This is an optimization exercise on Yosys and OpenROAD, whose aim is small area, not a production implementation. In this exercise RTL edits were held to simulation tests only and were not proved equivalent to the original. No activity file was given, so power comes from the tool's default toggle rates.

==> flow/design.v <==
package chacha20_pkg;
    localparam int WORD_W          = 32;
    localparam int WORDS_PER_BLOCK = 16;
    localparam int BLOCK_W         = WORD_W * WORDS_PER_BLOCK;
endpackage
import chacha20_pkg::*;
module chacha20_bit_select
(
    input  logic load,
    input  logic d,
    input  logic shift,
    input  logic s,
    input  logic hold,
    input  logic q,
    output logic y
);
    assign y = (load & d) | (shift & s) | (hold & q);
endmodule
module chacha20_word_deserializer
(
    input  logic               clk,
    input  logic               load,
    input  logic               shift,
    input  logic               hold,
    input  logic [BLOCK_W-1:0] d,
    input  logic [WORD_W-1:0]  din,
    output logic [BLOCK_W-1:0] q
);
    logic [BLOCK_W-1:0] shifted;
    logic [BLOCK_W-1:0] q_next;
    assign shifted = {din, q[BLOCK_W-1:WORD_W]};
    for (genvar i = 0; i < BLOCK_W; i++) begin : g_bit
        chacha20_bit_select u_sel (
            .load  (load),
            .d     (d[i]),
            .shift (shift),
            .s     (shifted[i]),
            .hold  (hold),
            .q     (q[i]),
            .y     (q_next[i])
        );
    end
    always_ff @(posedge clk) begin
        q <= q_next;
    end
endmodule
import chacha20_pkg::*;
module chacha20_stream_host
#(
    parameter int TIMEOUT_CYCLES = 1024,
    parameter int CNT_W          = 16
) (
    input  logic               clk,
    input  logic               rst,
    input  logic               blk_valid,
    output logic               blk_ready,
    input  logic [BLOCK_W-1:0] blk_data,
    output logic               res_valid,
    input  logic               res_ready,
    output logic [BLOCK_W-1:0] res_data,
    output logic               res_timeout,
    output logic               ws_start,
    output logic [WORD_W-1:0]  ws_data,
    input  logic [WORD_W-1:0]  ws_result,
    input  logic               ws_done,
    output logic               busy
);
    localparam int          TOTAL_W   = 10;   
    localparam logic [TOTAL_W-1:0] SEND_LAST = 10'd145;
    logic               rdy, st, sd, wt, rv, rt;
    logic [TOTAL_W-1:0] cnt;
    logic               last;
    logic               load, shift, hold;
    assign last = (cnt == SEND_LAST);
    assign blk_ready   = rdy;
    assign ws_start    = st;
    assign busy        = st | sd | wt | rv;
    assign res_valid   = rv;
    assign res_timeout = rt;
    assign load  = rdy && blk_valid;
    assign shift = sd || (wt && (ws_done || !last));
    assign hold  = st || rv;
    chacha20_word_deserializer u_deser (
        .clk   (clk),
        .load  (load),
        .shift (shift),
        .hold  (hold),
        .d     (blk_data),
        .din   (ws_result),
        .q     (res_data)
    );
    assign ws_data = res_data[WORD_W-1:0];
    logic cnt_fb;
    assign cnt_fb = cnt[9] ^ cnt[6] ^ (cnt[8:0] == 9'd0);
    always_ff @(posedge clk) begin
        cnt <= st ? '0 : {cnt[8:0], cnt_fb};
    end
    always_ff @(posedge clk or posedge rst) begin
        if (rst) begin
            rdy <= 1'b0;
            st  <= 1'b0;
            sd  <= 1'b0;
            wt  <= 1'b0;
            rv  <= 1'b0;
            rt  <= 1'b0;
        end else begin
            rdy <= !busy && !load;
            st  <= load;
            sd  <= st || (sd && !last);
            wt  <= (sd && last) || (wt && !ws_done && !last);
            rv  <= (wt && (ws_done || last)) || (rv && !res_ready);
            rt  <= (wt && !ws_done && last) || (rt && !res_ready);
        end
    end
endmodule
export LEC_CHECK = 0
export CAP_MARGIN = 20
export CORE_AREA = 4 4 396 396
export DIE_AREA = 0 0 400 400
export PLACE_DENSITY = 0.9
export SLEW_MARGIN = 20
export SYNTH_HIERARCHICAL = 1
create_clock -name core_clock -period 5.0 [get_ports {clk}]
standard.sh (not shown) runs the stock make flow with config.mk's settings and CLKGATE_MAP_FILE= SYNTH_SCRIPT=/design/flow/synth_recipe.tcl, a recipe that flattens the netlist after the stock synthesis.
==> flow/flow/run.sh <==
#!/bin/bash
# The standard layout (the standard.sh: standard synthesis and ORFS steps),
# with two changes:
#  - ports are buffered with the smallest buffer, sky130_fd_sc_hd__buf_1,
#    instead of the one buffer_ports picks by default;
#  - clock tree synthesis: sky130_fd_sc_hd__clkbuf_16 at the root and in the
#    tree, sky130_fd_sc_hd__clkbuf_8 at the leaves, clusters of up to 16
#    sinks within 70 um, and no dummy loads.
# The make output goes to flow_make.log; each ORFS step writes its own log
# under orfs/logs/.
set -euo pipefail
bash standard.sh \
  "BUFFER_PORTS_ARGS=-buffer_cell sky130_fd_sc_hd__buf_1" \
  "CTS_ARGS=-sink_clustering_enable -repair_clock_nets -dont_use_dummy_load -buf_list sky130_fd_sc_hd__clkbuf_8 -root_buf sky130_fd_sc_hd__clkbuf_16 -tree_buf sky130_fd_sc_hd__clkbuf_16 -sink_clustering_size 16 -sink_clustering_max_diameter 70" \
  finish > flow_make.log 2>&1
The starting point completed without violations.
Rerun with:
--- a/flow/flow/run.sh
+++ b/flow/flow/run.sh
@@ -8 +8 @@
-#    sinks within 70 um, and no dummy loads.
+#    sinks within 60 um, and no dummy loads.
@@ -14 +14 @@
-  "CTS_ARGS=-sink_clustering_enable -repair_clock_nets -dont_use_dummy_load -buf_list sky130_fd_sc_hd__clkbuf_8 -root_buf sky130_fd_sc_hd__clkbuf_16 -tree_buf sky130_fd_sc_hd__clkbuf_16 -sink_clustering_size 16 -sink_clustering_max_diameter 70" \
+  "CTS_ARGS=-sink_clustering_enable -repair_clock_nets -dont_use_dummy_load -buf_list sky130_fd_sc_hd__clkbuf_8 -root_buf sky130_fd_sc_hd__clkbuf_16 -tree_buf sky130_fd_sc_hd__clkbuf_16 -sink_clustering_size 16 -sink_clustering_max_diameter 60" \
- PLACE_DENSITY: 0.9 -> 0.8
Outcome:
- The changed run completed without violations
- first-iteration DRC count goes down by 3.0%
- clock power goes up by about 5%
- register-to-register slack gets worse by 0.19 ns
- synthesized area does not change
- wire length goes down by 7.1%
- setup slack gets worse by 0.074 ns
- die area is unchanged
- core utilization hardly moves
- cell count is about the same

port drivers added, routing unchanged:
The results above use ideal ports. As a check the final layouts listed here were re-extracted and re-timed, cells and wires unchanged.
Step 1 assumes that a clkbuf_16 drives the clock port and a buf_2 every other input.
Step 2 moves the port delays by t, midway between the first and last clock arrival at a register: inputs arrive t later, outputs are due t later. That takes back most of the time a late clock gives input paths.
Three values: ideal ports, drivers, drivers and shift; two values: the first two.
run	t (ns)	setup WS [ns]	hold WS [ns]
the first run	0.607	1.596 / 1.540 / 1.958	0.285 / 0.274 / 0.456
the second run	0.625	1.521 / 1.465 / 1.894	0.315 / 0.299 / 0.447
After both steps setup and hold are still met in every run listed.
